Context: an optimization exercise on an open-source flow, tuned for small area and a short achievable clock period. The choices shown serve that exercise and are no tape-out recipe. Where RTL was checked, it was by simulation tests only, not by an equivalence proof against the original. Only the layout flow was run in runs 6 and 7; the RTL was not checked for function there. Power is estimated from default activity; no workload was simulated.

File: flow/flow/run.sh
#!/bin/bash
# Standard ORFS layout (the standard.sh), with the port buffers made of buf_4 cells
# instead of whatever buffer_ports picks by default (it has been picking delay cells).
set -euo pipefail
bash standard.sh finish 'BUFFER_PORTS_ARGS=-buffer_cell sky130_fd_sc_hd__buf_4' > make_finish.log 2>&1
File: flow/standard.sh
#!/bin/bash
# synth_recipe.tcl (not shown) runs the flow's synth.tcl, then flattens the netlist and writes it again
# the make line also repeats each setting of config.mk as NAME=value (left out here)
make -C /OpenROAD-flow-scripts/flow DESIGN_CONFIG=/design/flow/config.mk WORK_HOME=/design/flow/orfs CLKGATE_MAP_FILE= SYNTH_SCRIPT=/design/flow/synth_recipe.tcl "${@:-finish}"
File: flow/config.mk
export PLATFORM = sky130hd
export DESIGN_NAME = mem_responder_top
export DESIGN_NICKNAME = mem_responder_top
export VERILOG_FILES = /design/flow/design.v
export SDC_FILE = /design/flow/constraint.sdc
export NUM_CORES = 4
export LEC_CHECK = 0
export ABC_CLOCK_PERIOD_IN_PS = 2200
export CAP_MARGIN = 20
export CORE_MARGIN = 2
export CORE_UTILIZATION = 50
export CTS_BUF_LIST = sky130_fd_sc_hd__clkbuf_8
export CTS_CLUSTER_DIAMETER = 50
export CTS_CLUSTER_SIZE = 10
export SETUP_SLACK_MARGIN = 2.3
export SLEW_MARGIN = 20
export TNS_END_PERCENT = 0
File: flow/constraint.sdc
create_clock -name core_clock -period 4.5 [get_ports {clk}]
set_input_delay 0.9000 -clock core_clock [delete_from_list [all_inputs] [get_ports {clk}]]
set_output_delay 0.9000 -clock core_clock [all_outputs]
set_load 0.01 [all_outputs]
File: flow/design.v
module mem_responder_top (
    input  logic       clk,
    input  logic       rst,
    input  logic       req,
    input  logic       we,
    input  logic [7:0] addr,
    input  logic [7:0] wdata,
    output logic [7:0] rdata,
    output logic       ack,
    output logic       err,
    output logic       busy
);
    mem_responder #(.DW(8), .AW(8), .DEPTH(200), .WAIT(2)) u_resp (
        .clk(clk), .rst(rst), .req(req), .we(we), .addr(addr), .wdata(wdata),
        .rdata(rdata), .ack(ack), .err(err), .busy(busy));
endmodule

module mem_responder #(
    parameter int DW    = 8,
    parameter int AW    = 8,
    parameter int DEPTH = 256,
    parameter int WAIT  = 2
) (
    input  logic          clk,
    input  logic          rst,
    input  logic          req,
    input  logic          we,
    input  logic [AW-1:0] addr,
    input  logic [DW-1:0] wdata,
    output logic [DW-1:0] rdata,
    output logic          ack,
    output logic          err,
    output logic          busy
);
    localparam int NR = 66;      
    localparam int NG = 5;       
    logic       busy_q, ack_q, err_q;
    logic [1:0] st_q;            
    logic          wr_q, inr_q;
    logic [2:0]    tp_q;         
    logic          w1_q;         
    logic [15:0]   lo_q;
    logic [NG-1:0] gr_q;
    logic [2:0]    xr_q;
    logic [DW-1:0] wdata_q;
    logic [DW-1:0] rdata_q;
    logic [2:0] ph_q;            
    logic       ph2_q;
    logic       wp1_q, pre_q;
    logic [DW-1:0] s0 [NR];      
    logic [DW-1:0] s1 [NR];
    logic [DW-1:0] s2 [NR];
    logic [DW-1:0] t0;           
    logic [DW-1:0] t1;
    logic [DW-1:0] grp_q [NG];
    logic          a_hi, a_inr;
    logic [1:0]    a_word;
    logic [2:0]    a_tp;
    logic [15:0]   a_lo;
    logic [NG-1:0] a_gr;
    logic [2:0]    a_xr;
    assign a_hi  = (addr[7:6] == 2'b11);
    assign a_inr = !a_hi || (addr[5:3] == 3'd0);
    always_comb begin
        for (int i = 0; i < 16; i++) a_lo[i] = (addr[3:0] == 4'(i));
        for (int g = 0; g < 4; g++) a_gr[g] = !a_hi && (addr[5:4] == 2'(g));
        a_gr[4] = a_hi && (addr[5:3] == 3'd0);
        a_xr[0] = (addr[2:0] == 3'd0) || (addr[2:0] == 3'd1) || (addr[2:0] == 3'd2);
        a_xr[1] = (addr[2:0] == 3'd3) || (addr[2:0] == 3'd4) || (addr[2:0] == 3'd5);
        a_xr[2] = (addr[2:0] == 3'd6) || (addr[2:0] == 3'd7);
        if (!a_hi) a_word = addr[7:6];
        else case (addr[2:0])
            3'd0, 3'd3, 3'd6: a_word = 2'd0;
            3'd1, 3'd4, 3'd7: a_word = 2'd1;
            default:          a_word = 2'd2;
        endcase
        case (a_word)
            2'd0:    a_tp = 3'b100;
            2'd1:    a_tp = 3'b010;
            default: a_tp = 3'b001;
        endcase
    end
    logic          stage2, accessing, commit, win, preset;
    logic          at_tap_q, at_next_q;    
    logic          is2_q;                  
    logic [15:0]   lo_sel;
    logic [2:0]    xr_sel;
    logic [NR:0]   rsel;
    logic [DW-1:0] rd;
    for (genvar r = 0; r < 64; r++) begin : g_sel
        assign rsel[r] = gr_q[r / 16] && lo_q[r % 16];
    end
    assign rsel[64] = gr_q[4] && xr_q[0];
    assign rsel[65] = gr_q[4] && xr_q[1];
    assign rsel[66] = gr_q[4] && xr_q[2];
    assign stage2    = busy_q && !ack_q && (st_q == 2'd2);
    assign accessing = busy_q && !ack_q && (st_q == 2'd3);
    assign commit    = accessing && !rst && wr_q;
    assign win       = ((stage2 || accessing) && !rst) || wp1_q;
    assign preset    = wr_q && at_tap_q && win;
    assign lo_sel = busy_q ? lo_q : a_lo;
    assign xr_sel = busy_q ? xr_q : a_xr;
    logic [DW-1:0] grp_d [NG];
    always_comb begin
        for (int g = 0; g < 4; g++) begin
            grp_d[g] = '0;
            for (int i = 0; i < 16; i++)
                if (lo_sel[i]) grp_d[g] = grp_d[g] | s2[16 * g + i];
        end
        grp_d[4] = '0;
        for (int i = 0; i < 2; i++)
            if (xr_sel[i]) grp_d[4] = grp_d[4] | s2[64 + i];
        if (xr_sel[2]) grp_d[4] = grp_d[4] | t1;
    end
    always_comb begin
        rd = '0;
        for (int g = 0; g < NG; g++)
            if (gr_q[g]) rd = rd | grp_q[g];
    end
    logic restore;
    logic [DW-1:0] setd [NG];
    assign restore = accessing && rst;
    always_comb
        for (int g = 0; g < NG; g++) setd[g] = restore ? grp_q[g] : wdata_q;
    logic [2:0] ph_d, tp_d;
    logic       ph2_d, w1_d, is2_d;
    assign ph_d  = {ph_q[1], ph_q[0], !(ph_q[1] || ph_q[0])};
    assign ph2_d = !ph2_q;
    assign tp_d  = busy_q ? tp_q : a_tp;
    assign w1_d  = busy_q ? w1_q : a_word[0];
    assign is2_d = busy_q ? is2_q : (a_gr[4] && a_xr[2]);
    always_ff @(posedge clk) begin
        at_tap_q  <= is2_d ? (w1_d ^ ph2_d) : |(tp_d & ph_d);
        at_next_q <= is2_d ? !(w1_d ^ ph2_d) : |({tp_d[1:0], tp_d[2]} & ph_d);
        ph_q  <= ph_d;
        ph2_q <= !ph2_q;
        wp1_q <= commit;
        pre_q <= preset;
        for (int g = 0; g < NG; g++) grp_q[g] <= grp_d[g];
    end
    always_ff @(posedge clk) begin
        if (rst) begin
            busy_q <= 1'b0;
            ack_q  <= 1'b0;
            err_q  <= 1'b0;
            st_q   <= 2'd0;
        end else if (!busy_q) begin
            if (req) begin
                busy_q <= 1'b1;
                st_q   <= 2'd1;
            end
        end else if (!ack_q) begin
            if (st_q == 2'd3) begin
                ack_q <= 1'b1;
                err_q <= !inr_q;
                st_q  <= 2'd0;
            end else begin
                st_q <= st_q + 2'd1;
            end
        end else if (!req) begin
            busy_q <= 1'b0;
            ack_q  <= 1'b0;
            err_q  <= 1'b0;
        end
    end
    always_ff @(posedge clk) begin
        if (!busy_q) begin
            wr_q    <= we && a_inr;
            inr_q   <= a_inr;
            tp_q    <= a_tp;
            w1_q    <= a_word[0];
            is2_q   <= a_gr[4] && a_xr[2];
            lo_q    <= a_lo;
            gr_q    <= a_gr;
            xr_q    <= a_xr;
            wdata_q <= wdata;
        end
    end
    always_ff @(posedge clk) begin
        if (!ack_q && at_next_q) rdata_q <= rd;
    end
    for (genvar r = 0; r < NR; r++) begin : g_ring
        always_ff @(posedge clk) begin
            s0[r] <= ~(s2[r] | {DW{preset && rsel[r]}});
            s1[r] <= ~(s0[r] | ({DW{pre_q && rsel[r]}} & ~setd[r < 64 ? r / 16 : 4]));
            s2[r] <= s1[r];
        end
    end
    always_ff @(posedge clk) begin
        t0 <= ~(t1 | {DW{preset && rsel[NR]}});
        t1 <= ~(t0 | ({DW{pre_q && rsel[NR]}} & ~setd[4]));
    end
    assign rdata = rdata_q;
    assign ack   = ack_q;
    assign err   = err_q;
    assign busy  = busy_q;
endmodule
==> metrics.md, run 1 <==
| Metric | Value |
|---|---|
| Largest net degree at the start of global routing | 74 |
| Core Area | 0.0915 sq mm |
| Mean area per synthesized cell | approximately 13 sq um |
| Synth area leaders | dfxtp_1, a21oi_1, a22o_1 |
| Synth top cells by count | dfxtp_1, a21oi_1, a22o_1 |
| Internal Power | 19,200 uW |
| Worst reg-to-reg setup slack | 2.06 ns |
| Least-Margin Pin Slew | approximately 1.2 ns |
| Post-synthesis xor/xnor area fraction | less than 1% |
| Slowest cell on the critical path | edfxtp_1 |
| Post-synth EDFFs | 23 |
| Final Slew Violations | 0 |
| Vias in the first global route | 29,964 |
| Yosys Warn Count | 7 |
| Max-Cap Viols | 0 |
| Synth Register Bits | 1,699 |
| Routed wire length | 136,000 um |
| Worst path arrival time | around 1.6 ns |
| Synthesized area | 0.0461 sq mm |
| CP max FO | 1 |
| Highest achievable clock rate | 407 MHz |
| Count of cell types in the netlist | 56 |
| Rel. slew slack | between 20% and 30% |
| FFs w/ async S/R, synth | 0% |
| Final Skew | 0.0490 ns |
| Worst-path cell chain | buf_6 |
| HPWL Detailed | about 78,000 um |
| Final hold violations | 0 |
| First-pass GRT wire length | 199,000 um |
| Drt initial violations | 3,023 |
| Adder-cell share of the synthesized area | 0.0543% |
| Antenna violations before repair | 2 |
| CP Class | flop to primary output |
| Vias | 29,344 |
| GRT Overall Usage | 28.4% |
| Post-Synth Simple-Gate Area | ~2.8% |
| Leak pwr | 0.0213 uW |
| Final weighted congestion in routability-driven placement | 0.820 |
| Routed vias/inst | 6.03 |
| DRC Markers | 0 |
| IO Count | 31 |
| Synth Flop Type | dfxtp_1 |
| Clock Sinks | 1,699 |
| Routed wire per std cell | about 28 um |
| Clock Tree Buf Depth | 3 |
| Post-route antenna net violation count | 0 |
| Seq/Total Area, Yosys | 74.3% |
| Setup TNS | 0 ns |
| Synth Area in Compound Gates | 19.2% |
| Die Ht | 308 um |
| Clk slew on worst S/H paths | 0.08 ns |
| CTS tree | done |
| Minimum clock period | 2.46 ns |
| Root Driver | clkbuf_8 |
| Final Util | 54.6% |
| Psw | 5690 uW |
| Clock power frac | between 30% and 40% |
| Worst Path Buf+Inv | 1 |
| Worst Hold Class | input pin to flop |
| Clock Latency Late Sink | about 0.87 ns |
| Largest family of logic cells by synthesized area | compound AO/OA/AOI/OAI gates |
| CP top delay family | flip-flops |
| Outcome | timing/DRC/antenna clean |
| Synth top area share | ~73% |
| Share of cells above drive strength 1 | a little under an eighth |
| Critical Path Start Type | flop |
| Hold-fix buffers at CTS | 0 |
| Final setup viols | 0 |
| GRT Residual Overflow | 0 |
| Syn Nets | about 3,700 |
| Row count | 111 |
| Pwr Density | 498 mW/mm^2 |
| Synth-to-Final Area Change | 8.41% |
| Critical Path RT | 3.60 ns |
| Depth of the CTS H-tree | 4 |
| Sequential share of power | about three fifths |
| Sw Ratio | a little under a quarter |
| Most common cell in the netlist | dfxtp_1 |
| Mapped Cells | 3,644 |
| Die span in x | 308 um |
| Mux cell area share after synthesis | less than 1% |
| Combinational Power Share | 3.8% |
| Starting density of the core | 50.4% |
| Die area | 0.0946 sq mm |
| CTS buffer count | 188 |
| Worst Setup End Kind | primary output |
| VDD IR max | 0.333 mV |
| Crit path largest cell delay | 0.53 ns |
| Port bufs | 30 |
| Area leader, netlist | dfxtp_1 |
| RSZ-0062 raised after global routing | yes |
| Tcrit/Tclk final | 54.7% |
| First-pass DRT Iterations | 6 |
| # nets final | about 3,700 |
==> worst reg2reg max path, cell delays in order, from the launching register on <==
cell,delay (ns)
dfxtp_2,0.86
buf_4,0.54
and3_1,0.71
a21oi_1,0.15
==> state kept, by name, summed over array words and instances (netlist names), 2 cells and up <==
register,count
u_resp.gr_q,5
u_resp.grp_q,40
u_resp.lo_q,16
u_resp.ph_q,2
u_resp.rdata_q,8
u_resp.s0,528
u_resp.s1,528
u_resp.s2,528
u_resp.st_q,2
u_resp.t0,8
u_resp.t1,8
u_resp.tp_q,3
u_resp.wdata_q,8
u_resp.xr_q,3
==> per-stage QoR <==
stage | std cells | hold slack, ns | total power, uW | cell area (sq um) | worst slack, ns
after floorplan | 3644 | 0.310 | 16000 | 46100 | 2.29
after global placement | 4632 | 0.310 | 16400 | 46900 | 1.13
after detailed placement | 4632 | 0.312 | 16400 | 46900 | 1.28
after CTS | 4857 | 0.174 | 25000 | 49900 | 1.99
after global routing | 4863 | 0.202 | 25700 | 50000 | 2.00
final | 4863 | 0.229 | 24900 | 50000 | 2.04
==> path summary, 6_finish.rpt <==
kind                                        start                 to  cells after the start
worst min register to register   u_resp.s1[45][2]   u_resp.s2[45][2]                      0
worst max-delay path            u_resp.rdata_q[7]           rdata[7]                      1
worst min-delay path                     wdata[3]  u_resp.wdata_q[3]                      1
worst max register to register     u_resp.lo_q[2]    u_resp.s1[2][7]                      3
==> cell families (layout without fill, tap and decap cells) <==
logic type                 count (synthesis)  in the layout
DFF                                     1699           1699
AOI/OAI and AO/OA                       1409           1409
buffers and inverters                    307            334
and+or+nand+nor                          223            226
xor gates and xnor gates                   3              3
adders and majority gates                  2              2
muxes                                      1              1
other                                      0              3
==> layer usage <==
metal / global-route usage (%) / up-vias / share of wire [%]
met2: 44.8 / 1405 / 45
li1: - / 12815 / -
met5: 0 / - / 0
met4: 12.8 / 0 / 4.2
met3: 4.97 / 331 / 7.6
met1: 38.5 / 14793 / 43
==> what timing repair did <==
item | 4_1_cts | 5_1_grt
endpoints found under the hold margin | 0 | 0
pin swaps | 3 | 1
endpoints found under the setup margin | 1132 | 984
setup buffers | 9 | 3
gates resized for setup | 19 | 1
gates cloned | 3 | 0
==> layout by cell type (no fill, tap or decap), drive strengths merged, types with 7 or more instances in the layout <==
cell / instances
dfxtp: 1676
a21oi: 1094
clkbuf: 189
a221oi: 131
a22o: 130
buf: 115
and3: 72
nor2: 40
nand2: 38
nand4: 32
inv: 25
edfxtp: 23
and2: 18
nor2b: 11
o31ai: 9
a22oi: 9
a221o: 9
a222oi: 8
nand2b: 7
==> power by group through the flow <==
stage          logic (uW)  registers, uW  clock network, uW
6_report              957          15200               8770
5_1_grt               985          15200               9510
4_1_cts               936          15200               8890
3_5_place_dp          910          15500                  0
3_3_place_gp          908          15500                  0
2_1_floorplan         575          15500                  0
==> area by class of cell <==
cell class / instances / area (sq um)
tap: 1186 / 1480
inverter: 6 / 22.5
timing repair buffer: 115 / 1020
antenna: 3 / 7.51
clock inverter: 24 / 198
fill: 7624 / 41500
sequential: 1699 / 34300
multi-input combinational: 1641 / 10400
clock buffer: 189 / 2600
==> run 2, diff against run 1 <==
--- a/flow/config.mk
+++ b/flow/config.mk
@@ -8,10 +8,10 @@
 export ABC_CLOCK_PERIOD_IN_PS = 2200
 export CAP_MARGIN = 20
 export CORE_MARGIN = 2
-export CORE_UTILIZATION = 50
+export CORE_UTILIZATION = 62
 export CTS_BUF_LIST = sky130_fd_sc_hd__clkbuf_8
 export CTS_CLUSTER_DIAMETER = 50
 export CTS_CLUSTER_SIZE = 10
 export SETUP_SLACK_MARGIN = 2.3
 export SLEW_MARGIN = 20
-export TNS_END_PERCENT = 0
+export TNS_END_PERCENT = 10
==> metrics.md, run 2 <==
| Metric | Value |
|---|---|
| Mean area per synthesized cell | 12.6 sq um (unchanged) |
| Routed vias/inst | 6.46 (+7.1%) |
| Antenna violations before repair | 3 (+1) |
| Clk slew on worst S/H paths | 0.08 ns (about the same) |
| Cells after DPL | 4,401 (-5.0%) |
| IO Count | 31 (unchanged) |
| Die area | 0.0765 sq mm (-19%) |
| Vias | 30,201 (+2.9%) |
| Final Skew | 0.0416 ns (-0.00733 ns) |
| Worst path arrival time | 1.50 ns (-0.06 ns) |
| Worst Hold Class | input pin to flop |
| Slowest cell on the critical path | edfxtp_1 |
| Outcome | timing/DRC/antenna clean |
| Non-filler cells in the finished layout | 4,672 (-3.9%) |
| Post-synth EDFFs | 23 (unchanged) |
| Worst Setup End Kind | primary output |
| Synthesized area | 0.0461 sq mm (unchanged) |
| Syn Nets | 3,666 (unchanged) |
| Port bufs | 30 (unchanged) |
| Highest achievable clock rate | 416 MHz (+2.3%) |
| Vias in the first global route | 30,066 (+0.34%) |
| Core Area | 0.0733 sq mm (-20%) |
| Mapped Cells | 3,644 (unchanged) |
| CP top delay family | flip-flops |
| Synth-to-Final Area Change | 9.47% |
| Final weighted congestion in routability-driven placement | 0.841 (+2.5%) |
| Total power | 25,100 uW (+0.85%) |
| Yosys Warn Count | 7 (unchanged) |
| HPWL Detailed | 76,500 um (-1.4%) |
| Starting density of the core | 62.9% (+12 points) |
| Least-Margin Pin Slew | 1.01 ns (-0.156 ns) |
| Synth area leaders | dfxtp_1, a21oi_1, a22o_1 |
| Final setup viols | 0 (unchanged) |
| Final Util | 68.8% (+14 points) |
| Depth of the CTS H-tree | 4 (unchanged) |
| Final hold violations | 0 (unchanged) |
| Row count | 99 (-11%) |
| Die span in x | 277 um (-10%) |
| Share of cells above drive strength 1 | 12.9% (+1.0 points) |
| Die Ht | 277 um (-10%) |
| Max-Cap Viols | 0 (unchanged) |
| Synth top cells by count | dfxtp_1, a21oi_1, a22o_1 |
| Clock Latency Late Sink | 0.86 ns (about the same) |
| Minimum clock period | 2.40 ns (-0.0552 ns) |
| RSZ-0062 raised after global routing | yes |
| VDD IR max | 0.356 mV (+6.7%) |
| Setup TNS | 0 ns (unchanged) |
| Pwr Density | 498 mW/mm^2 (-0.12%) |
| Post-route antenna net violation count | 0 (unchanged) |
| Count of cell types in the netlist | 56 (unchanged) |
| CTS buffer count | 188 (unchanged) |
| Area leader, netlist | dfxtp_1 |
| GRT Overall Usage | 35.8% (+7.4 points) |
| Seq/Total Area, Yosys | 74.3% (unchanged) |
| First-pass GRT wire length | 202,000 um (+1.7%) |
| Clock Tree Buf Depth | 3 (unchanged) |
| Most common cell in the netlist | dfxtp_1 |
| Crit path largest cell delay | 0.49 ns (-0.04 ns) |
| Rel. slew slack | 32.8% (+10 points) |
| Top Registers | u_resp.s0 (528), u_resp.s1 (528), u_resp.s2 (528) |
| Synth top area share | 72.8% (unchanged) |
| GRT Residual Overflow | 0 (unchanged) |
| Tcrit/Tclk final | 53.4% (-1.2 points) |
| CP Class | flop to primary output |
| Largest net degree at the start of global routing | 54 (-27%) |
| Routed wire per std cell | 30.1 um (+7.4%) |
| Routed wire length | 140,000 um (+3.2%) |
| Synth Flop Type | dfxtp_1 |
| Final Slew Violations | 0 (unchanged) |
| Critical Path Start Type | flop |
| Critical Path RT | 3.60 ns (about the same) |
| Worst Path Buf+Inv | 1 (unchanged) |
| CTS tree | done |
| Synth Register Bits | 1,699 (unchanged) |
| # nets final | 3,703 (+0.82%) |
| Clock Sinks | 1,699 (unchanged) |
| Drt initial violations | 3,609 (+19%) |
| Leak pwr | 0.0216 uW (+1.5%) |
| FFs w/ async S/R, synth | 0% (unchanged) |
| Worst-path cell chain | buf_6 |
| CP max FO | 1 (unchanged) |
| Most common cell after layout, fill and taps aside | dfxtp_1 |
| First-pass DRT Iterations | 8 (+2) |
| Most frequent cells in the layout | dfxtp_1, a21oi_1, clkbuf_8, a22o_1, a221oi_1 |
| Root Driver | clkbuf_8 |
| DRC Markers | 0 (unchanged) |
==> run 2: changes by cell type in the layout (fill, tap and decap cells not counted), sizes merged <==
cell      previous run  this run
bufbuf               0         3
and3                72        73
clkbuf             189       192
and2                18        24
bufinv               0         1
buf                115       134
diode                3         4
clkinvlp             1         3
==> run 2: cells by family after synthesis <==
kind of cell,after synthesis,share of synthesized area [%]
AOI/OAI and AO/OA,1409,19.2
xor gates and xnor gates,3,0.0570
adders and majority gates,2,0.0543
buffers and inverters,307,3.61
DFF,1699,74.3
muxes,1,0.0244
and+or+nand+nor,223,2.81
==> run 2: stage by stage <==
| stage | worst slack [ns] | hold WS, ns | cell area [sq um] |
|---|---|---|---|
| 6_report | 2.10 | 0.215 | 50500 |
| 5_1_grt | 2.09 | 0.205 | 50500 |
| 4_1_cts | 2.06 | 0.173 | 49900 |
| 3_5_place_dp | 1.25 | 0.312 | 46700 |
| 3_3_place_gp | 1.27 | 0.310 | 46700 |
| 2_1_floorplan | 2.29 | 0.310 | 46100 |
==> run 2: final cells by class <==
| class | count | area (sq um) |
|---|---|---|
| flip-flops and latches | 1699 | 34300 |
| fillers | 5299 | 22900 |
| multi-input cells | 1648 | 10500 |
| clock buffers | 191 | 2630 |
| repair buffers | 138 | 1600 |
| well taps | 959 | 1200 |
| clock inverters | 27 | 236 |
| inverters | 6 | 22.5 |
| diodes | 4 | 10.0 |
==> run 2: worst paths after layout <==
kind,to,depth (start not counted),slack (ns),from
worst max-delay path,rdata[3],1,2.10,u_resp.rdata_q[3]
worst min-delay path,u_resp.wdata_q[0],1,0.21,wdata[0]
worst max register to register,u_resp.grp_q[3][7],6,2.14,u_resp.busy_q
worst min register to register,u_resp.s2[43][0],0,0.31,u_resp.s1[43][0]
==> run 2: where the power goes <==
group	total (uW)	switching, uW	internal, uW	leakage [uW]
clock network	8880	4990	3900	0.00152
registers	15200	52.4	15100	0.0142
logic	1060	715	345	0.00586
total	25100	5760	19400	0.0216
==> run 2: layer usage <==
layer / routed length [um] / track usage (%) / vias up
li1: - / - / 12907
met1: 58100 / 50.1 / 15161
met2: 62400 / 54.8 / 1796
met3: 14300 / 7.21 / 337
met4: 5580 / 14.5 / 0
met5: 0 / 0 / -
==> run 2: repair_timing <==
action                     in CTS  in global routing
gates resized for setup        23                 34
hold buffers                    0                  0
pin swaps                       5                  7
gates cloned                   10                  4
setup endpoints to repair    1056                909
setup buffers                  10                 25
==> run 3, diff against run 2 <==
--- a/flow/config.mk
+++ b/flow/config.mk
@@ -8,7 +8,7 @@
 export ABC_CLOCK_PERIOD_IN_PS = 2200
 export CAP_MARGIN = 20
 export CORE_MARGIN = 2
-export CORE_UTILIZATION = 62
+export CORE_UTILIZATION = 50
 export CTS_BUF_LIST = sky130_fd_sc_hd__clkbuf_8
 export CTS_CLUSTER_DIAMETER = 50
 export CTS_CLUSTER_SIZE = 10
==> metrics.md, run 3 <==
| Metric | Value |
|---|---|
| Most common cell in the netlist | dfxtp_1 |
| RSZ-0062 raised after global routing | yes |
| Routed vias/inst | 6.08 (-6.0%) |
| Worst Setup End Kind | primary output |
| Max-Cap Viols | 0 (unchanged) |
| Mux cell area share after synthesis | 0.0244% (unchanged) |
| Final Skew | 0.0499 ns (+0.00822 ns) |
| Pwr Density | 496 mW/mm^2 (-0.25%) |
| Routed wire per std cell | 28.1 um (-6.4%) |
| Setup TNS | 0 ns (unchanged) |
| Yosys Warn Count | 7 (unchanged) |
| Final Slew Violations | 0 (unchanged) |
| Sw Ratio | 22.8% (-0.083 points) |
| Syn Nets | 3,666 (unchanged) |
| Hold-fix buffers at CTS | 0 (unchanged) |
| Worst path arrival time | 1.54 ns (+0.04 ns) |
| Tcrit/Tclk final | 54.3% (+0.89 points) |
| Post-synth EDFFs | 23 (unchanged) |
| Antenna violations before repair | 2 (-1) |
| FFs w/ async S/R, synth | 0% (unchanged) |
| Outcome | timing/DRC/antenna clean |
| Post-route antenna net violation count | 0 (unchanged) |
| Die span in x | 308 um (+11%) |
| Port bufs | 30 (unchanged) |
| Root Driver | clkbuf_8 |
| Pre-CTS setup slack | 1.28 ns (+0.0309 ns) |
| Critical path depth in cells | 1 (unchanged) |
| Clk slew on worst S/H paths | 0.08 ns (about the same) |
| HPWL Detailed | 77,500 um (+1.4%) |
| Crit path largest cell delay | 0.52 ns (+0.03 ns) |
| Row count | 111 (+12%) |
| Worst Hold Launch | wdata[3] |
| Highest achievable clock rate | 409 MHz (-1.6%) |
| Critical Path Start Type | flop |
| Post-synthesis xor/xnor area fraction | 0.0570% (unchanged) |
| Largest family of logic cells by synthesized area | compound AO/OA/AOI/OAI gates |
| Top Registers | u_resp.s0 (528), u_resp.s1 (528), u_resp.s2 (528) |
| Area leader, netlist | dfxtp_1 |
| Slowest cell on the critical path | edfxtp_1 |
| Drt initial violations | 3,115 (-14%) |
| Clock Tree Buf Depth | 3 (unchanged) |
| Mapped Cells | 3,644 (unchanged) |
| Die Ht | 308 um (+11%) |
| Least-Margin Pin Slew | 1.14 ns (+0.130 ns) |
| Critical Path RT | 3.60 ns (about the same) |
| CTS tree | done |
| Setup slack after layout | 2.06 ns (-0.0399 ns) |
| Seq/Total Area, Yosys | 74.3% (unchanged) |
| Synth top cells by count | dfxtp_1, a21oi_1, a22o_1 |
| R2r startpoint | u_resp.lo_q[4] |
| Final weighted congestion in routability-driven placement | 0.820 (-2.5%) |
| Die area | 0.0946 sq mm (+24%) |
| Share of cells above drive strength 1 | 12.2% (-0.67 points) |
| Worst-path cell chain | buf_6 |
| CTS buffer count | 188 (unchanged) |
| Worst Hold Class | input pin to flop |
| CP max FO | 1 (unchanged) |
| Most frequent cells in the layout | dfxtp_1, a21oi_1, clkbuf_8, a22o_1, a221oi_1 |
| Worst Hold Depth | 1 (unchanged) |
| Count of cell types in the netlist | 56 (unchanged) |
| CP Class | flop to primary output |
| Routed wire length | 137,000 um (-2.3%) |
| Final instance area | 0.0502 sq mm (-0.55%) |
| GRT Overall Usage | 28.6% (-7.2 points) |
| Vias | 29,605 (-2.0%) |
| IO Count | 31 (unchanged) |
| Core Area | 0.0915 sq mm (+25%) |
| Synth-to-Final Area Change | 8.86% |
| Starting density of the core | 50.4% (-12 points) |
| # nets final | 3,683 (-0.54%) |
| Synth Area in Compound Gates | 19.2% (unchanged) |
| GRT Residual Overflow | 0 (unchanged) |
| Synth area leaders | dfxtp_1, a21oi_1, a22o_1 |
| VDD IR max | 0.335 mV (-5.9%) |
| DRC Markers | 0 (unchanged) |
| Synthesized area | 0.0461 sq mm (unchanged) |
| Rel. slew slack | 24.3% (-8.6 points) |
| Combinational Power Share | 3.9% (-0.3 points) |
| Minimum clock period | 2.44 ns (+0.0399 ns) |
| DP Area | 0.0469 sq mm (+0.51%) |
| Reg2Reg Depth | 3 (-3) |
| Synth Register Bits | 1,699 (unchanged) |
| Vias in the first global route | 30,035 (-0.10%) |
| Leak pwr | 0.0213 uW (-1.1%) |
| Post-Synth Simple-Gate Area | 2.81% (unchanged) |
| Adder-cell share of the synthesized area | 0.0543% (unchanged) |
| Mean area per synthesized cell | 12.6 sq um (unchanged) |
| Clock power frac | 35.2% (-0.2 points) |
| First-pass DRT Iterations | 5 (-3) |
| Filler instances | 7,606 (+44%) |
| Sequential share of power | 60.9% (+0.5 points) |
| First-pass GRT wire length | 199,000 um (-1.3%) |
| Crit. Startpoint | u_resp.rdata_q[7] |
| Final hold violations | 0 (unchanged) |
| Synth top area share | 72.8% (unchanged) |
| Worst Path Buf+Inv | 1 (unchanged) |
| Clock Latency Late Sink | 0.86 ns (about the same) |
| Largest net degree at the start of global routing | 74 (+37%) |
| Most common cell after layout, fill and taps aside | dfxtp_1 |
| CP top delay family | flip-flops |
| Final setup viols | 0 (unchanged) |
| Depth of the CTS H-tree | 4 (unchanged) |
| Internal Power | 19,200 uW (-0.69%) |
| Synth Flop Type | dfxtp_1 |
| Clock Sinks | 1,699 (unchanged) |
| Psw | 5690 uW (-1.2%) |
==> run 3: cell counts after synthesis <==
No cell type changed its count.
==> run 3: cells by family (layout without fill, tap and decap cells) <==
group / count (synthesis) / after routing
DFF: 1699 / 1699
AOI/OAI and AO/OA: 1409 / 1409
other: 0 / 3
and+or+nand+nor: 223 / 228
adders and majority gates: 2 / 2
xor gates and xnor gates: 3 / 3
muxes: 1 / 1
buffers and inverters: 307 / 342
==> run 3: layout make-up <==
type | instances | area [sq um] | share of cell area, %
multi-input cells | 1643 | 10400 | 20.8
inverters | 6 | 22.5 | 0.0449
clock buffers | 189 | 2600 | 5.18
flip-flops and latches | 1699 | 34300 | 68.3
well taps | 1186 | 1480 | 2.96
repair buffers | 123 | 1180 | 2.34
clock inverters | 24 | 198 | 0.394
diodes | 3 | 7.51 | 0.0150
==> run 3: power groups by stage <==
stage,clock network [uW],logic [uW],registers [uW]
6_report,8770,968,15200
5_1_grt,9510,995,15200
4_1_cts,8890,939,15200
3_5_place_dp,0,910,15500
3_3_place_gp,0,908,15500
2_1_floorplan,0,575,15500
==> run 3: metrics by stage <==
stage	instances	power [uW]	utilization [%]	hold WS, ns
5_1_grt	4873	25700	54.8	0.202
2_1_floorplan	3644	16000	-	0.310
3_5_place_dp	4632	16400	51.2	0.312
4_1_cts	4860	25000	54.6	0.174
3_3_place_gp	4632	16400	51.2	0.310
6_report	4873	24900	54.8	0.238
==> run 3: worst paths after layout <==
kind,to,slack (ns)
worst min-delay path,u_resp.wdata_q[3],0.24
worst max-delay path,rdata[7],2.06
worst max register to register,u_resp.s1[20][2],2.12
worst min register to register,u_resp.s2[55][7],0.30
==> run 3: layer usage <==
metal	vias to the layer above	track usage, %	part of all wire (%)
met1	14953	38.8	43
met4	0	13.2	4.2
met5	-	0	0
met2	1489	44.7	45
li1	12830	-	-
met3	333	4.87	7.6
==> run 3: timing repair <==
item                        CTS  global route
buffers inserted             10             9
pin swaps                     5             3
gates resized for setup      28            17
setup endpoints to repair  1132           672
gates cloned                  5             1
==> run 3: worst register-to-register path, cell delays in order (launching register included) <==
cell     delay, ns
dfxtp_2       0.77
buf_4         0.58
and3_1        0.70
a21oi_1       0.17
==> run 4, diff against run 3 <==
--- a/flow/config.mk
+++ b/flow/config.mk
@@ -12,6 +12,6 @@
 export CTS_BUF_LIST = sky130_fd_sc_hd__clkbuf_8
 export CTS_CLUSTER_DIAMETER = 50
 export CTS_CLUSTER_SIZE = 10
-export SETUP_SLACK_MARGIN = 2.3
+export SETUP_SLACK_MARGIN = 2.15
 export SLEW_MARGIN = 20
-export TNS_END_PERCENT = 10
+export TNS_END_PERCENT = 100
==> metrics.md, run 4 <==
| Metric | Value |
|---|---|
| Most common cell after layout, fill and taps aside | dfxtp_1 |
| Clock Tree Buf Depth | 3 (unchanged) |
| Clk slew on worst S/H paths | 0.08 ns (about the same) |
| CTS tree | done |
| Starting density of the core | 50.4% (unchanged) |
| Worst reg-to-reg setup slack | 2.13 ns (about the same) |
| Core Area | 0.0915 sq mm (unchanged) |
| Synth Flop Type | dfxtp_1 |
| GRT Residual Overflow | 0 (unchanged) |
| Worst Path Buf+Inv | 1 (unchanged) |
| Highest achievable clock rate | 400 MHz (-2.2%) |
| Final Slew Violations | 0 (unchanged) |
| Worst Hold Depth | 1 (unchanged) |
| Final hold violations | 0 (unchanged) |
| Slowest cell on the critical path | edfxtp_1 |
| Antenna violations before repair | 4 (+2) |
| FFs w/ async S/R, synth | 0% (unchanged) |
| Vias in the first global route | 29,621 (-1.4%) |
| VDD IR max | 0.295 mV (-12%) |
| Worst Hold Class | input pin to flop |
| Synthesized area | 0.0461 sq mm (unchanged) |
| Non-filler cells in the finished layout | 4,871 (-0.041%) |
| Depth of the CTS H-tree | 4 (unchanged) |
| Clock Latency Late Sink | 0.87 ns (about the same) |
| Final instance area | 0.0502 sq mm (about the same) |
| HPWL Detailed | 76,300 um (-1.6%) |
| Root Driver | clkbuf_8 |
| Die Ht | 308 um (unchanged) |
| IO Count | 31 (unchanged) |
| Pwr Density | 496 mW/mm^2 (about the same) |
| CP top delay family | flip-flops |
| FF-to-FF End | u_resp.s1[34][6] |
| Worst Hold Launch | wdata[7] |
| Port bufs | 30 (unchanged) |
| Most common cell in the netlist | dfxtp_1 |
| Worst Setup End Kind | primary output |
| Synth area leaders | dfxtp_1, a21oi_1, a22o_1 |
| Crit path largest cell delay | 0.54 ns (+0.02 ns) |
| Vias | 29,323 (-0.95%) |
| Routed vias/inst | 6.02 (-0.91%) |
| Multi-input logic area | 0.0104 sq mm (+0.23%) |
| Filler instances | 7,544 (-0.82%) |
| R2r startpoint | u_resp.lo_q[2] |
| Critical Path RT | 3.60 ns (about the same) |
| Drt initial violations | 3,094 (-0.67%) |
| Mapped Cells | 3,644 (unchanged) |
| Routed wire length | 135,000 um (-1.8%) |
| Final setup viols | 0 (unchanged) |
| Die span in x | 308 um (unchanged) |
| First-pass DRT Iterations | 10 (+5) |
| Area leader, netlist | dfxtp_1 |
| RSZ-0062 raised after global routing | yes |
| Share of cells above drive strength 1 | 12.3% (+0.085 points) |
| DP Area | 0.0468 sq mm (-0.15%) |
| GRT Overall Usage | 28.1% (-0.49 points) |
| Synth-to-Final Area Change | 8.89% (about the same) |
| Worst-path cell chain | buf_6 |
| Synth top area share | 72.8% (unchanged) |
| CP max FO | 1 (unchanged) |
| Synth Register Bits | 1,699 (unchanged) |
| Max-Cap Viols | 0 (unchanged) |
| Worst path arrival time | 1.60 ns (+0.06 ns) |
| Routed wire per std cell | 27.6 um (-1.8%) |
| Final weighted congestion in routability-driven placement | 0.845 (+3.1%) |
| Largest net degree at the start of global routing | 68 (-8.1%) |
| Clock Sinks | 1,699 (unchanged) |
| Mean area per synthesized cell | 12.6 sq um (unchanged) |
| Reg2Reg Depth | 3 (unchanged) |
| Count of cell types in the netlist | 56 (unchanged) |
| Critical Path Start Type | flop |
| Most frequent cells in the layout | dfxtp_1, a21oi_1, clkbuf_8, a22o_1, a221oi_1 |
| CP Class | flop to primary output |
| Cells after DPL | 4,623 (-0.19%) |
| Critical path depth in cells | 1 (unchanged) |
| Die area | 0.0946 sq mm (unchanged) |
| DRC Markers | 0 (unchanged) |
| Endpoint, Worst Hold | u_resp.wdata_q[7] |
| CTS buffer count | 189 (+0.53%) |
| Syn Nets | 3,666 (unchanged) |
| Row count | 111 (unchanged) |
| Seq. cell area | 0.0343 sq mm (about the same) |
| Least-Margin Pin Slew | 1.08 ns (-0.0525 ns) |
| Yosys Warn Count | 7 (unchanged) |
| Tcrit/Tclk final | 55.5% (+1.2 points) |
| Final Skew | 0.0346 ns (-0.0153 ns) |
| Post-route antenna net violation count | 0 (unchanged) |
| Synth top cells by count | dfxtp_1, a21oi_1, a22o_1 |
| Seq/Total Area, Yosys | 74.3% (unchanged) |
| Post-synth EDFFs | 23 (unchanged) |
| Outcome | timing/DRC/antenna clean |
| Top Registers | u_resp.s0 (528), u_resp.s1 (528), u_resp.s2 (528) |
| Rel. slew slack | 27.6% (+3.4 points) |
| Setup TNS | 0 ns (unchanged) |
| First-pass GRT wire length | 197,000 um (-1.3%) |
| Leak pwr | 0.0213 uW (-0.17%) |
| Minimum clock period | 2.50 ns (+0.0548 ns) |
| # nets final | 3,678 (-0.14%) |
==> run 4: cell count changes in the layout (fill, tap and decap cells not counted), sizes merged <==
| cell | change |
|---|---|
| clkinvlp | +8 |
| buf | -6 |
| inv | -6 |
| bufbuf | +1 |
| clkbuf | +1 |
| clkinv | +1 |
| diode | -1 |
==> run 4: cell type report <==
| cell class | count | share of cell area (%) |
|---|---|---|
| flip-flops and latches | 1699 | 68.3 |
| repair buffers | 117 | 2.31 |
| clock inverters | 27 | 0.354 |
| diodes | 2 | 0.00997 |
| inverters | 6 | 0.0449 |
| well taps | 1186 | 2.96 |
| clock buffers | 191 | 5.24 |
| multi-input cells | 1643 | 20.8 |
==> run 4: metrics by stage <==
stage	power [uW]	worst slack [ns]	util (%)	hold WS, ns
after global placement	16400	1.23	51.2	0.310
after global routing	25700	1.96	54.8	0.173
after detailed placement	16400	1.16	51.2	0.312
after CTS	25000	1.96	54.6	0.148
after floorplan	16000	2.25	-	0.310
final	24900	2.00	54.8	0.203
==> run 4: power by group <==
part | switching, uW | internal (uW) | total, uW
registers | 78.3 | 15100 | 15200
logic | 655 | 308 | 962
clock network | 4940 | 3810 | 8760
==> run 4: logic make-up (layout without fill, tap and decap cells) <==
logic type,after synthesis,in the layout,share of synthesized area (%)
muxes,1,1,0.0244
AOI/OAI and AO/OA,1409,1409,19.2
other,0,2,0
DFF,1699,1699,74.3
and+or+nand+nor,223,228,2.81
adders and majority gates,2,2,0.0543
buffers and inverters,307,341,3.61
xor gates and xnor gates,3,3,0.0570
==> run 4: per-layer routing <==
layer  vias to the layer above  track usage [%]  part of all wire (%)
met2                      1436             44.5                    46
li1                      12858                -                     -
met5                         -                0                0.0097
met3                       298             5.29                   7.8
met4                         2             11.2                   3.6
met1                     14729             38.0                    43
==> run 4: timing repair <==
item	in CTS	in global routing
pin swaps	3	1
gates cloned	5	1
resized for setup	31	17
buffers inserted	17	5
endpoints found under the setup margin	1116	305
hold buffers	0	0
==> run 4: how the worst max path moves through the flow <==
stage	to	start
floorplan	u_resp.grp_q[3][4]	addr[0]
global placement	u_resp.grp_q[3][1]	addr[2]
detailed placement	u_resp.grp_q[3][1]	addr[2]
CTS	rdata[1]	u_resp.rdata_q[1]
global route	rdata[7]	u_resp.rdata_q[7]
finish	rdata[1]	u_resp.rdata_q[1]
==> run 5, diff against run 4 <==
==> flow/config.mk (replaced) <==
export PLATFORM = sky130hd
export DESIGN_NAME = mem_responder_top
export DESIGN_NICKNAME = mem_responder_top
export VERILOG_FILES = /design/flow/design.v
export SDC_FILE = /design/flow/constraint.sdc
export NUM_CORES = 4
export LEC_CHECK = 0
export ABC_CLOCK_PERIOD_IN_PS = 2200
export CAP_MARGIN = 20
export CORE_MARGIN = 2
export CORE_UTILIZATION = 62
export CTS_BUF_LIST = sky130_fd_sc_hd__clkbuf_16
export CTS_CLUSTER_DIAMETER = 60
export CTS_CLUSTER_SIZE = 24
export SETUP_SLACK_MARGIN = 2.3
export SLEW_MARGIN = 20
export TNS_END_PERCENT = 10
==> metrics.md, run 5 <==
| Metric | Value |
|---|---|
| Final weighted congestion in routability-driven placement | 0.841 (-0.54%) |
| R2r startpoint | u_resp.gr_q[1] |
| Largest net degree at the start of global routing | 54 (-21%) |
| Most frequent cells in the layout | dfxtp_1, a21oi_1, a22o_1, buf_4, a221oi_1 |
| Port bufs | 30 (unchanged) |
| Rel. slew slack | 34.9% (+7.3 points) |
| Worst Path Buf+Inv | 1 (unchanged) |
| VDD IR max | 0.397 mV (+34%) |
| Mapped Cells | 3,644 (unchanged) |
| Synth top cells by count | dfxtp_1, a21oi_1, a22o_1 |
| FFs w/ async S/R, synth | 0% (unchanged) |
| Depth of the CTS H-tree | 3 (-1) |
| DRC Markers | 0 (unchanged) |
| Syn Nets | 3,666 (unchanged) |
| Top Registers | u_resp.s0 (528), u_resp.s1 (528), u_resp.s2 (528) |
| Final setup viols | 0 (unchanged) |
| Die Ht | 277 um (-10%) |
| Worst Hold Class | flop to flop |
| CP Class | flop to flop |
| Setup TNS | 0 ns (unchanged) |
| Vias | 29,851 (+1.8%) |
| Root Driver | clkbuf_16 |
| Slowest cell on the critical path | a222oi_1 |
| Final Slew Violations | 0 (unchanged) |
| Filler instances | 5,227 (-31%) |
| Drt initial violations | 3,663 (+18%) |
| FF-to-FF End | u_resp.rdata_q[5] |
| Leak pwr | 0.0217 uW (+1.7%) |
| Share of cells above drive strength 1 | 11.7% (-0.61 points) |
| Max-Cap Viols | 0 (unchanged) |
| Most common cell in the netlist | dfxtp_1 |
| Crit path largest cell delay | 0.77 ns (+0.23 ns) |
| Post-route antenna net violation count | 0 (unchanged) |
| Total power | 25,100 uW (+0.78%) |
| GRT Residual Overflow | 0 (unchanged) |
| Die area | 0.0765 sq mm (-19%) |
| # nets final | 3,643 (-0.95%) |
| Most common cell after layout, fill and taps aside | dfxtp_1 |
| Final Util | 69.2% (+14 points) |
| Final instance area | 0.0507 sq mm (+1.1%) |
| Clk slew on worst S/H paths | 0.09 ns (about the same) |
| Highest achievable clock rate | 430 MHz (+7.6%) |
| HPWL Detailed | 76,500 um (+0.30%) |
| Routed vias/inst | 6.46 (+7.4%) |
| Critical Path Start Type | flop |
| Yosys Warn Count | 7 (unchanged) |
| Clock Tree Buf Depth | 3 (unchanged) |
| First-pass DRT Iterations | 7 (-3) |
| Area leader, netlist | dfxtp_1 |
| CP top delay family | compound AO/OA/AOI/OAI gates |
| Worst path arrival time | 2.68 ns (+1.08 ns) |
| Worst Hold Launch | u_resp.s1[2][4] |
| Synthesized area | 0.0461 sq mm (unchanged) |
| Pwr Density | 495 mW/mm^2 (-0.31%) |
| Row count | 99 (-11%) |
| Endpoint, Worst Hold | u_resp.s2[2][4] |
| Worst reg-to-reg setup slack | 2.18 ns (+0.05 ns) |
| IO Count | 31 (unchanged) |
| Mean area per synthesized cell | 12.6 sq um (unchanged) |
| Worst-path cell chain | buf_8 -> a222oi_1 -> nand2_1 |
| CP max FO | 15 (+14) |
| Synth area leaders | dfxtp_1, a21oi_1, a22o_1 |
| Tcrit/Tclk final | 51.6% (-3.9 points) |
| Synth top area share | 72.8% (unchanged) |
| Vias in the first global route | 29,039 (-2.0%) |
| Clock Latency Late Sink | 0.67 ns (-0.20 ns) |
| Synth-to-Final Area Change | 10.1% |
| Core Area | 0.0733 sq mm (-20%) |
| DP Area | 0.0467 sq mm (-0.36%) |
| RSZ-0062 raised after global routing | yes |
| Routed wire per std cell | 30.2 um (+9.3%) |
| Antenna violations before repair | 2 (-2) |
| Synth Flop Type | dfxtp_1 |
| Starting density of the core | 62.9% (+12 points) |
| GRT Overall Usage | 35.2% (+7.1 points) |
| Seq/Total Area, Yosys | 74.3% (unchanged) |
| CTS buffer count | 88 (-53%) |
| Post-synth EDFFs | 23 (unchanged) |
| Routed wire length | 140,000 um (+3.7%) |
| Minimum clock period | 2.32 ns (-0.175 ns) |
| Die span in x | 277 um (-10%) |
| Final Skew | 0.0330 ns (-0.00156 ns) |
| Synth Register Bits | 1,699 (unchanged) |
| Critical Path RT | 4.85 ns (+1.25 ns) |
| Outcome | timing/DRC/antenna clean |
| Worst Hold Depth | 0 (-1) |
| Worst Setup End Kind | flop |
| Reg2Reg Depth | 3 (unchanged) |
| First-pass GRT wire length | 199,000 um (+1.3%) |
| Final hold violations | 0 (unchanged) |
| CTS tree | done |
| Count of cell types in the netlist | 56 (unchanged) |
| Least-Margin Pin Slew | 0.974 ns (-0.109 ns) |
| Diode count | 0 (-2) |
| Worst hold slack | 0.319 ns (+0.116 ns) |
| Clock Sinks | 1,699 (unchanged) |
==> run 5: final cells by class <==
cell class / instances / area (sq um) / area share (%)
repair buffers: 179 / 2070 / 4.09
multi-input cells: 1647 / 10500 / 20.6
clock buffers: 93 / 2330 / 4.59
well taps: 959 / 1200 / 2.36
flip-flops and latches: 1699 / 34300 / 67.5
clock inverters: 36 / 372 / 0.732
inverters: 6 / 22.5 / 0.0444
==> run 5: worst max path at each step <==
stage | depth (start not counted) | end | from
3_3_place_gp | 8 | u_resp.grp_q[1][5] | addr[3]
3_5_place_dp | 7 | u_resp.s0[40][7] | rst
6_report | 3 | u_resp.rdata_q[5] | u_resp.gr_q[1]
5_1_grt | 7 | u_resp.s0[16][1] | u_resp.ack_q
2_1_floorplan | 6 | u_resp.at_tap_q | addr[1]
4_1_cts | 6 | u_resp.s1[54][6] | u_resp.ack_q
==> run 5: logic make-up (layout without fill, tap and decap cells) <==
kind of cell / count (synthesis) / in the layout / share of synthesized area [%]
simple gates: 223 / 232 / 2.81
fa+ha+maj: 2 / 2 / 0.0543
mux: 1 / 1 / 0.0244
flops: 1699 / 1699 / 74.3
compound gates: 1409 / 1409 / 19.2
buf+inv: 307 / 314 / 3.61
xor+xnor: 3 / 3 / 0.0570
==> run 5: metal layers <==
metal,GRT usage (%),vias to the layer above,share of wire [%]
met5,0,-,0.033
met4,13.4,6,3.7
met3,6.80,294,11
met2,53.8,1755,44
met1,49.9,14960,42
li1,-,12836,-
==> run 5: where the power goes <==
part	switching [uW]	total, uW	leakage, uW	internal (uW)
Clock	4860	8850	0.00134	3990
Sequential	52.1	15200	0.0142	15100
Combinational	723	1100	0.00613	378
Total	5640	25100	0.0217	19500
==> run 5: metrics by stage <==
step / setup WS [ns] / instances
after floorplan: 2.29 / 3644
after global routing: 2.21 / 4619
after detailed placement: 1.25 / 4401
after global placement: 1.27 / 4401
final: 2.18 / 4619
after CTS: 2.10 / 4554
==> run 5: what timing repair did <==
action	4_1_cts	5_1_grt
endpoints found under the hold margin	0	0
gates cloned	9	6
endpoints found under the setup margin	1043	932
hold buffers	0	0
buffers inserted	15	59
gates resized for setup	27	26
pin swaps	6	24
==> run 6, diff against run 5 <==
--- a/flow/design.v
+++ b/flow/design.v
@@ -46,7 +46,8 @@
     logic [DW-1:0] rdata_q;
     logic [2:0] ph_q;            
     logic       ph2_q;
-    logic       wp1_q, pre_q;
+    logic          wp1_q;
+    logic [NG-1:0] preg_q;       
     logic [DW-1:0] s0 [NR];      
     logic [DW-1:0] s1 [NR];
     logic [DW-1:0] s2 [NR];
@@ -87,12 +88,15 @@
     logic [2:0]    xr_sel;
     logic [NR:0]   rsel;
     logic [DW-1:0] rd;
+    logic [NR:0]   sset;
     for (genvar r = 0; r < 64; r++) begin : g_sel
         assign rsel[r] = gr_q[r / 16] && lo_q[r % 16];
-    end
-    assign rsel[64] = gr_q[4] && xr_q[0];
-    assign rsel[65] = gr_q[4] && xr_q[1];
-    assign rsel[66] = gr_q[4] && xr_q[2];
+        assign sset[r] = preg_q[r / 16] && lo_q[r % 16];
+    end
+    for (genvar r = 64; r <= NR; r++) begin : g_selx
+        assign rsel[r] = gr_q[4] && xr_q[r - 64];
+        assign sset[r] = preg_q[4] && xr_q[r - 64];
+    end
     assign stage2    = busy_q && !ack_q && (st_q == 2'd2);
     assign accessing = busy_q && !ack_q && (st_q == 2'd3);
     assign commit    = accessing && !rst && wr_q;
@@ -135,7 +139,7 @@
         ph_q  <= ph_d;
         ph2_q <= !ph2_q;
         wp1_q <= commit;
-        pre_q <= preset;
+        preg_q <= {NG{preset}} & gr_q;
         for (int g = 0; g < NG; g++) grp_q[g] <= grp_d[g];
     end
     always_ff @(posedge clk) begin
@@ -182,13 +186,13 @@
     for (genvar r = 0; r < NR; r++) begin : g_ring
         always_ff @(posedge clk) begin
             s0[r] <= ~(s2[r] | {DW{preset && rsel[r]}});
-            s1[r] <= ~(s0[r] | ({DW{pre_q && rsel[r]}} & ~setd[r < 64 ? r / 16 : 4]));
+            s1[r] <= ~(s0[r] | ({DW{sset[r]}} & ~setd[r < 64 ? r / 16 : 4]));
             s2[r] <= s1[r];
         end
     end
     always_ff @(posedge clk) begin
         t0 <= ~(t1 | {DW{preset && rsel[NR]}});
-        t1 <= ~(t0 | ({DW{pre_q && rsel[NR]}} & ~setd[4]));
+        t1 <= ~(t0 | ({DW{sset[NR]}} & ~setd[4]));
     end
     assign rdata = rdata_q;
     assign ack   = ack_q;
--- a/flow/config.mk
+++ b/flow/config.mk
@@ -8,10 +8,10 @@
 export ABC_CLOCK_PERIOD_IN_PS = 2200
 export CAP_MARGIN = 20
 export CORE_MARGIN = 2
-export CORE_UTILIZATION = 62
-export CTS_BUF_LIST = sky130_fd_sc_hd__clkbuf_16
-export CTS_CLUSTER_DIAMETER = 60
-export CTS_CLUSTER_SIZE = 24
+export CORE_UTILIZATION = 50
+export CTS_BUF_LIST = sky130_fd_sc_hd__clkbuf_8
+export CTS_CLUSTER_DIAMETER = 50
+export CTS_CLUSTER_SIZE = 10
 export SETUP_SLACK_MARGIN = 2.3
 export SLEW_MARGIN = 20
 export TNS_END_PERCENT = 10
==> metrics.md, run 6 <==
| Metric | Value |
|---|---|
| FFs w/ async S/R, synth | 0% (unchanged) |
| IO Count | 31 (unchanged) |
| Final hold violations | 0 (unchanged) |
| Met3 Wirelength | 10,100 um (-32%) |
| First-pass DRT Iterations | 6 (-1) |
| Vias in the first global route | 29,375 (+1.2%) |
| Critical path depth in cells | 8 (+5) |
| VDD IR max | 0.235 mV (-41%) |
| Cells after DPL | 4,617 (+4.9%) |
| Syn Nets | 3,664 (-0.055%) |
| CP max FO | 17 (+2) |
| Die Ht | 306 um (+11%) |
| Routed wire length | 132,000 um (-5.2%) |
| Synth Flop Type | dfxtp_1 |
| GRT Residual Overflow | 0 (unchanged) |
| Mapped Cells | 3,642 (-0.055%) |
| Minimum clock period | 2.46 ns (+0.140 ns) |
| Crit path largest cell delay | 0.58 ns (-0.19 ns) |
| Row count | 110 (+11%) |
| Wl on met1 | 58,300 um (+0.46%) |
| Outcome | timing/DRC/antenna clean |
| CTS buffer count | 189 (+110%) |
| Synth top cells by count | dfxtp_1, a21oi_1, a221oi_1 |
| Leak pwr | 0.0213 uW (-1.5%) |
| Rel. slew slack | 43.5% (+8.6 points) |
| Worst Hold Launch | wdata[4] |
| Critical Path Start Type | flop |
| Die span in x | 306 um (+11%) |
| Routed vias/inst | 5.97 (-7.6%) |
| Most common cell in the netlist | dfxtp_1 |
| Final Slew Violations | 0 (unchanged) |
| Most frequent cells in the layout | dfxtp_1, a21oi_1, clkbuf_8, a22o_1, a221oi_1 |
| Area leader, netlist | dfxtp_1 |
| Synth top area share | 73.7% (+0.92 points) |
| # nets final | 3,712 (+1.9%) |
| Worst-path cell chain | buf_12 -> buf_4 -> buf_4 -> o41ai_4 -> buf_4 -> a22o_1 -> a221oi_1 -> nand4_1 |
| Seq/Total Area, Yosys | 75.2% (+0.93 points) |
| Final weighted congestion in routability-driven placement | 0.848 (+0.83%) |
| Routed wl met2 | 60,500 um (-1.7%) |
| Share of cells above drive strength 1 | 12.2% (+0.53 points) |
| First-pass GRT wire length | 192,000 um (-3.7%) |
| Total power | 25,100 uW (-0.12%) |
| Critical Path RT | 5.17 ns (+0.32 ns) |
| Vias | 29,233 (-2.1%) |
| Clock Tree Buf Depth | 3 (unchanged) |
| Pwr Density | 495 mW/mm^2 (about the same) |
| Final Util | 56.1% (-13 points) |
| Slowest cell on the critical path | a221oi_1 |
| Tcrit/Tclk final | 54.7% (+3.1 points) |
| Highest achievable clock rate | 406 MHz (-5.7%) |
| Least-Margin Pin Slew | 0.847 ns (-0.127 ns) |
| DRC Markers | 0 (unchanged) |
| R2r startpoint | u_resp.busy_q |
| CP top delay family | compound AO/OA/AOI/OAI gates |
| Synth area leaders | dfxtp_1, a21oi_1, a221oi_1 |
| Synth Register Bits | 1,703 (+0.24%) |
| Worst hold slack | 0.214 ns (-0.106 ns) |
| Count of cell types in the netlist | 50 (-11%) |
| Synth-to-Final Area Change | 11.0% |
| Routed wire per std cell | 27.0 um (-11%) |
| Worst Hold Depth | 1 (+1) |
| Hold-fix buffers at CTS | 0 (unchanged) |
| Top Registers | u_resp.s0 (528), u_resp.s1 (528), u_resp.s2 (528) |
| Top Layer Used | met4 |
| Cell mode on critical path | buf_4 |
| Most common cell after layout, fill and taps aside | dfxtp_1 |
| Crit. Startpoint | u_resp.busy_q |
| Depth of the CTS H-tree | 4 (+1) |
| Final setup viols | 0 (unchanged) |
| CP Class | flop to flop |
| Root Driver | clkbuf_8 |
| Synthesized area | 0.0456 sq mm (-1.0%) |
| Worst Path Buf+Inv | 4 (+3) |
| Reg2Reg Depth | 8 (+5) |
| Largest net degree at the start of global routing | 62 (+15%) |
| Worst path arrival time | 3.14 ns (+0.46 ns) |
| Starting density of the core | 50.5% (-12 points) |
| Setup TNS | 0 ns (unchanged) |
| Worst Hold Class | input pin to flop |
| Drt initial violations | 3,224 (-12%) |
| RSZ-0062 raised after global routing | yes |
| Die area | 0.0937 sq mm (+22%) |
| Clock Latency Late Sink | 0.89 ns (+0.22 ns) |
| CTS tree | done |
| Mean area per synthesized cell | 12.5 sq um (-0.95%) |
| Post-route antenna net violation count | 0 (unchanged) |
| Final Skew | 0.0542 ns (+0.0211 ns) |
| Yosys Warn Count | 7 (unchanged) |
| Max-Cap Viols | 0 (unchanged) |
| Core Area | 0.0903 sq mm (+23%) |
| Worst Setup End Kind | flop |
| Port bufs | 30 (unchanged) |
| Clock Sinks | 1,703 (+0.24%) |
| Clk slew on worst S/H paths | 0.08 ns (about the same) |
| HPWL Detailed | 74,700 um (-2.4%) |
| Post-synth EDFFs | 23 (unchanged) |
| Antenna violations before repair | 3 (+1) |
| Non-filler cells in the finished layout | 4,898 (+6.0%) |
| GRT Overall Usage | 27.5% (-7.7 points) |
-- run 6: cell count changes after synthesis, sizes merged, moves of 2 or more --
cell,previous run,this run
buf,211,193
dfxtp,1676,1680
o21ai,5,7
clkbuf,90,101
and3,72,7
and2b,1,7
and2,15,81
nor2b,11,6
-- run 6: final cells by class --
| class | count | area, sq um |
|---|---|---|
| Clock buffer | 193 | 2660 |
| Fill cell | 7222 | 39600 |
| Timing Repair Buffer | 144 | 1700 |
| Inverter | 6 | 22.5 |
| Antenna cell | 7 | 17.5 |
| Multi-Input combinational cell | 1646 | 10200 |
| Sequential cell | 1703 | 34400 |
| Clock inverter | 23 | 191 |
| Tap cell | 1176 | 1470 |
-- run 6: path summary, 6_finish.rpt --
check / to / slack, ns
max: u_resp.grp_q[2][6] / 2.04
min: u_resp.wdata_q[4] / 0.21
max reg2reg: u_resp.grp_q[2][6] / 2.04
min reg2reg: u_resp.s2[21][2] / 0.28
-- run 6: power by group --
part	internal, uW	switching, uW	total [uW]
clock network	3880	4970	8840
registers	15200	49.3	15200
logic	363	671	1030
-- run 6: repair_timing --
action                     in CTS  in global routing
buffers inserted               36                 13
pin swaps                       2                  1
setup endpoints to repair    1112                969
cloned                          7                  2
gates resized for setup        20                  7
-- run 6: worst reg2reg max path: stages, from the launching register on --
cell      delay [ns]
dfxtp_4         0.41
buf_12          0.11
buf_4           0.18
buf_4           0.16
o41ai_4         0.08
buf_4           0.28
a22o_1          0.30
a221oi_1        0.58
nand4_1         0.17
-- run 6: per-stage QoR --
stage / cell area [sq um] / worst slack (ns)
finish: 50700 / 2.04
CTS: 50400 / 2.04
global route: 50700 / 2.05
global placement: 46800 / 1.38
floorplan: 45700 / 2.29
detailed placement: 46800 / 1.35
-- run 6: cell families after synthesis --
logic type,after synthesis,share of synthesized area (%)
AO/OA/AOI/OAI,1408,18.9
XOR/XNOR,3,0.0576
adder cells (fa/ha/maj),2,0.0548
buffers and inverters,300,3.00
flip-flops,1703,75.2
multiplexers,1,0.0247
AND/OR/NAND/NOR,225,2.73
-- run 6: routing by layer --
| metal | GRT usage, % | up-vias |
|---|---|---|
| met2 | 43.0 | 1297 |
| met5 | 0 | - |
| li1 | - | 12873 |
| met4 | 9.42 | 0 |
| met1 | 38.4 | 14841 |
| met3 | 5.49 | 222 |
==> run 7, diff against run 6 <==
--- a/flow/design.v
+++ b/flow/design.v
@@ -140,7 +140,8 @@
         ph2_q <= !ph2_q;
         wp1_q <= commit;
         preg_q <= {NG{preset}} & gr_q;
-        for (int g = 0; g < NG; g++) grp_q[g] <= grp_d[g];
+        if (!busy_q || (at_tap_q && !ack_q))
+            for (int g = 0; g < NG; g++) grp_q[g] <= grp_d[g];
     end
     always_ff @(posedge clk) begin
         if (rst) begin
@@ -181,7 +182,7 @@
         end
     end
     always_ff @(posedge clk) begin
-        if (!ack_q && at_next_q) rdata_q <= rd;
+        rdata_q <= rd;
     end
     for (genvar r = 0; r < NR; r++) begin : g_ring
         always_ff @(posedge clk) begin
==> metrics.md, run 7 <==
| Metric | Value |
|---|---|
| Worst Hold Depth | 1 (unchanged) |
| Vias | 29,702 (+1.6%) |
| Final hold violations | 0 (unchanged) |
| Top Registers | u_resp.s0 (528), u_resp.s1 (528), u_resp.s2 (528) |
| VDD IR max | 0.244 mV (+4.2%) |
| Busiest grt layer | met2 |
| DP Area | 0.0471 sq mm (+0.81%) |
| Root Driver | clkbuf_8 |
| Worst Hold Launch | wdata[2] |
| R2r startpoint | u_resp.at_tap_q |
| CTS tree | done |
| Least-Margin Pin Slew | 0.989 ns (+0.142 ns) |
| Critical Path RT | 4.99 ns (-0.18 ns) |
| Met1 GRT Util | 39.3% (+0.89 points) |
| Core Area | 0.0904 sq mm (+0.15%) |
| Total power | 25,400 uW (+1.1%) |
| CTS buffer count | 188 (-0.53%) |
| Worst path arrival time | 2.92 ns (-0.22 ns) |
| First-pass DRT Iterations | 9 (+3) |
| Largest net degree at the start of global routing | 130 (+110%) |
| Synth top cells by count | dfxtp_1, a21oi_1, a221oi_1, a22o_1, clkbuf_1 |
| Post-route antenna net violation count | 0 (unchanged) |
| Tcrit/Tclk final | 54.1% (-0.66 points) |
| Mean area per synthesized cell | 12.6 sq um (+0.60%) |
| Most common cell in the netlist | dfxtp_1 |
| Worst-path cell chain | inv_1 -> o21ai_4 -> buf_16 -> buf_4 |
| Share of cells above drive strength 1 | 13.6% (+1.4 points) |
| Worst hold slack | 0.214 ns (+0.000360 ns) |
| Seq/Total Area, Yosys | 75.6% (+0.39 points) |
| Routed wire per std cell | 27.8 um (+2.8%) |
| Final weighted congestion in routability-driven placement | 0.849 (+0.11%) |
| Outcome | timing/DRC/antenna clean |
| Worst Setup End Kind | flop |
| Minimum clock period | 2.43 ns (-0.0295 ns) |
| Die span in x | 307 um (+0.17%) |
| Final instance area | 0.0517 sq mm (+2.0%) |
| FF-to-FF End | u_resp.grp_q[1][6] |
| Vias in the first global route | 29,708 (+1.1%) |
| Count of cell types in the netlist | 49 (-2.0%) |
| Met2 Track Usage GR | 42.7% (-0.28 points) |
| CP max FO | 20 (+3) |
| Worst reg-to-reg setup slack | 2.07 ns (+0.03 ns) |
| # nets final | 3,730 (+0.48%) |
| Routed wire length | 137,000 um (+3.7%) |
| Critical Path Start Type | flop |
| Multi-input logic area | 0.0105 sq mm (+2.3%) |
| Routed vias/inst | 6.01 (+0.66%) |
| Final setup viols | 0 (unchanged) |
| Most common cell after layout, fill and taps aside | dfxtp_1 |
| RSZ-0062 raised after global routing | yes |
| Final Slew Violations | 0 (unchanged) |
| First-pass GRT wire length | 196,000 um (+2.2%) |
| Synth Flop Type | dfxtp_1 |
| Setup TNS | 0 ns (unchanged) |
| Area leader, netlist | dfxtp_1 |
| Final Skew | 0.0473 ns (-0.00682 ns) |
| Clock Sinks | 1,702 (-0.059%) |
| DRC Markers | 0 (unchanged) |
| Crit path largest cell delay | 0.97 ns (+0.39 ns) |
| GRT Overall Usage | 28.0% (+0.50 points) |
| Row count | 110 (unchanged) |
| Clk slew on worst S/H paths | 0.07 ns (about the same) |
| Synthesized area | 0.0458 sq mm (+0.35%) |
| Die Ht | 307 um (+0.17%) |
| Drt initial violations | 3,609 (+12%) |
| Die area | 0.0940 sq mm (+0.35%) |
| Synth top area share | 72.0% (-1.7 points) |
| Starting density of the core | 50.6% (+0.10 points) |
| Yosys Warn Count | 7 (unchanged) |
| Max-Cap Viols | 0 (unchanged) |
| Rel. slew slack | 34.0% (-9.5 points) |
| Synth-to-Final Area Change | 12.8% |
| Filler instances | 7,281 (+0.82%) |
| Depth of the CTS H-tree | 4 (unchanged) |
| Antenna violations before repair | 4 (+1) |
| Post-synth EDFFs | 55 (+140%) |
| GR Layer Usage met3 | 5.91% (+0.42 points) |
| Synth Register Bits | 1,702 (-0.059%) |
| FFs w/ async S/R, synth | 0% (unchanged) |
| Seq. cell area | 0.0346 sq mm (+0.87%) |
| Worst Hold Class | input pin to flop |
| HPWL Detailed | 77,000 um (+3.1%) |
| Port bufs | 30 (unchanged) |
| Syn Nets | 3,655 (-0.25%) |
| Clock Latency Late Sink | 0.87 ns (-0.02 ns) |
| Mapped Cells | 3,633 (-0.25%) |
| Clock Tree Buf Depth | 3 (unchanged) |
| IO Count | 31 (unchanged) |
| Synth area leaders | dfxtp_1, a21oi_1, edfxtp_1 |
| Highest achievable clock rate | 411 MHz (+1.2%) |
| Slowest cell on the critical path | dfxtp_1 |
| Reg2Reg Depth | 4 (-4) |
| Pwr Density | 491 mW/mm^2 (-0.83%) |
| Leak pwr | 0.0218 uW (+2.3%) |
| GRT Residual Overflow | 0 (unchanged) |
| Most frequent cells in the layout | dfxtp_1, a21oi_1, clkbuf_8, a22o_1, buf_4 |
| CP Class | flop to flop |
| Endpoint, Worst Hold | u_resp.wdata_q[2] |
==> run 7: cell count changes after synthesis, sizes merged, moves of 2 or more <==
| cell | before | now |
|---|---|---|
| and2 | 81 | 79 |
| nor2b | 6 | 3 |
| edfxtp | 23 | 55 |
| inv | 5 | 7 |
| clkbuf | 101 | 115 |
| dfxtp | 1680 | 1647 |
| buf | 193 | 179 |
| nand2b | 6 | 4 |
| a21oi | 1093 | 1091 |
| o21ai | 7 | 9 |
| nor2 | 40 | 38 |
==> run 7: what timing repair did <==
item                                    4_1_cts  5_1_grt
gates resized for setup                      24       71
endpoints found under the setup margin     1081      640
gates cloned                                  6       12
pin swaps                                     3       16
hold buffers                                  0        0
setup buffers                                34       29
==> run 7: worst max path at each step <==
stage	startpoint	to	slack, ns
after CTS	u_resp.busy_q	busy	1.98
after floorplan	addr[2]	u_resp.grp_q[2][0]	2.21
after global routing	u_resp.busy_q	busy	2.02
after detailed placement	rst	u_resp.s1[48][1]	1.14
after global placement	rst	u_resp.s1[48][1]	1.20
final	u_resp.at_tap_q	u_resp.grp_q[1][6]	2.07
==> run 7: cell families (layout without fill, tap and decap cells) <==
logic type / count (synthesis) / in the layout / share of synthesized area, %
other cells: 0 / 7 / 0
fa+ha+maj: 2 / 2 / 0.0546
buf+inv: 301 / 422 / 2.88
flops: 1702 / 1702 / 75.6
simple gates: 219 / 226 / 2.64
xor+xnor: 2 / 2 / 0.0383
mux: 1 / 1 / 0.0246
compound gates: 1406 / 1406 / 18.8
==> run 7: final cells by class <==
| type | count | area share, % |
|---|---|---|
| clock inverters | 54 | 0.635 |
| multi-input cells | 1637 | 20.3 |
| diodes | 7 | 0.0339 |
| clock buffers | 189 | 5.04 |
| repair buffers | 172 | 4.03 |
| well taps | 1176 | 2.85 |
| inverters | 7 | 0.0509 |
| flip-flops and latches | 1702 | 67.1 |
==> run 7: where the power goes <==
group / leakage [uW] / switching [uW] / internal [uW]
clock network: 0.00165 / 5020 / 3890
logic: 0.00589 / 731 / 408
registers: 0.0143 / 87.0 / 15200
total: 0.0218 / 5840 / 19500
==> run 7: through the flow <==
| stage | cells | worst slack (ns) | utilization, % |
|---|---|---|---|
| floorplan | 3633 | 2.21 | - |
| global placement | 4611 | 1.20 | 52.1 |
| detailed placement | 4613 | 1.14 | 52.1 |
| CTS | 4896 | 1.98 | 56.2 |
| global route | 4942 | 2.02 | 57.1 |
| finish | 4944 | 2.07 | 57.1 |
==> run 7: worst max-delay path: cells and delay by family (launching register included) <==
family | cells | cell delay, ns
AOI/OAI and AO/OA | 1 | 0.24
buffers and inverters | 3 | 0.83
DFF | 1 | 0.97
==> run 7: routing by layer <==
layer / share of wire, % / vias to the layer above
met2: 44 / 1453
li1: - / 12973
met3: 8.6 / 299
met5: 0.017 / -
met4: 3.5 / 4
met1: 44 / 14973

Setup slack of run 7, layout unchanged: 2.066 ns with ideal ports, 2.007 ns with driving cells assumed (clock clkbuf_16, inputs buf_2), 1.336 ns with port delays also shifted by the 0.912 ns mid clock arrival.
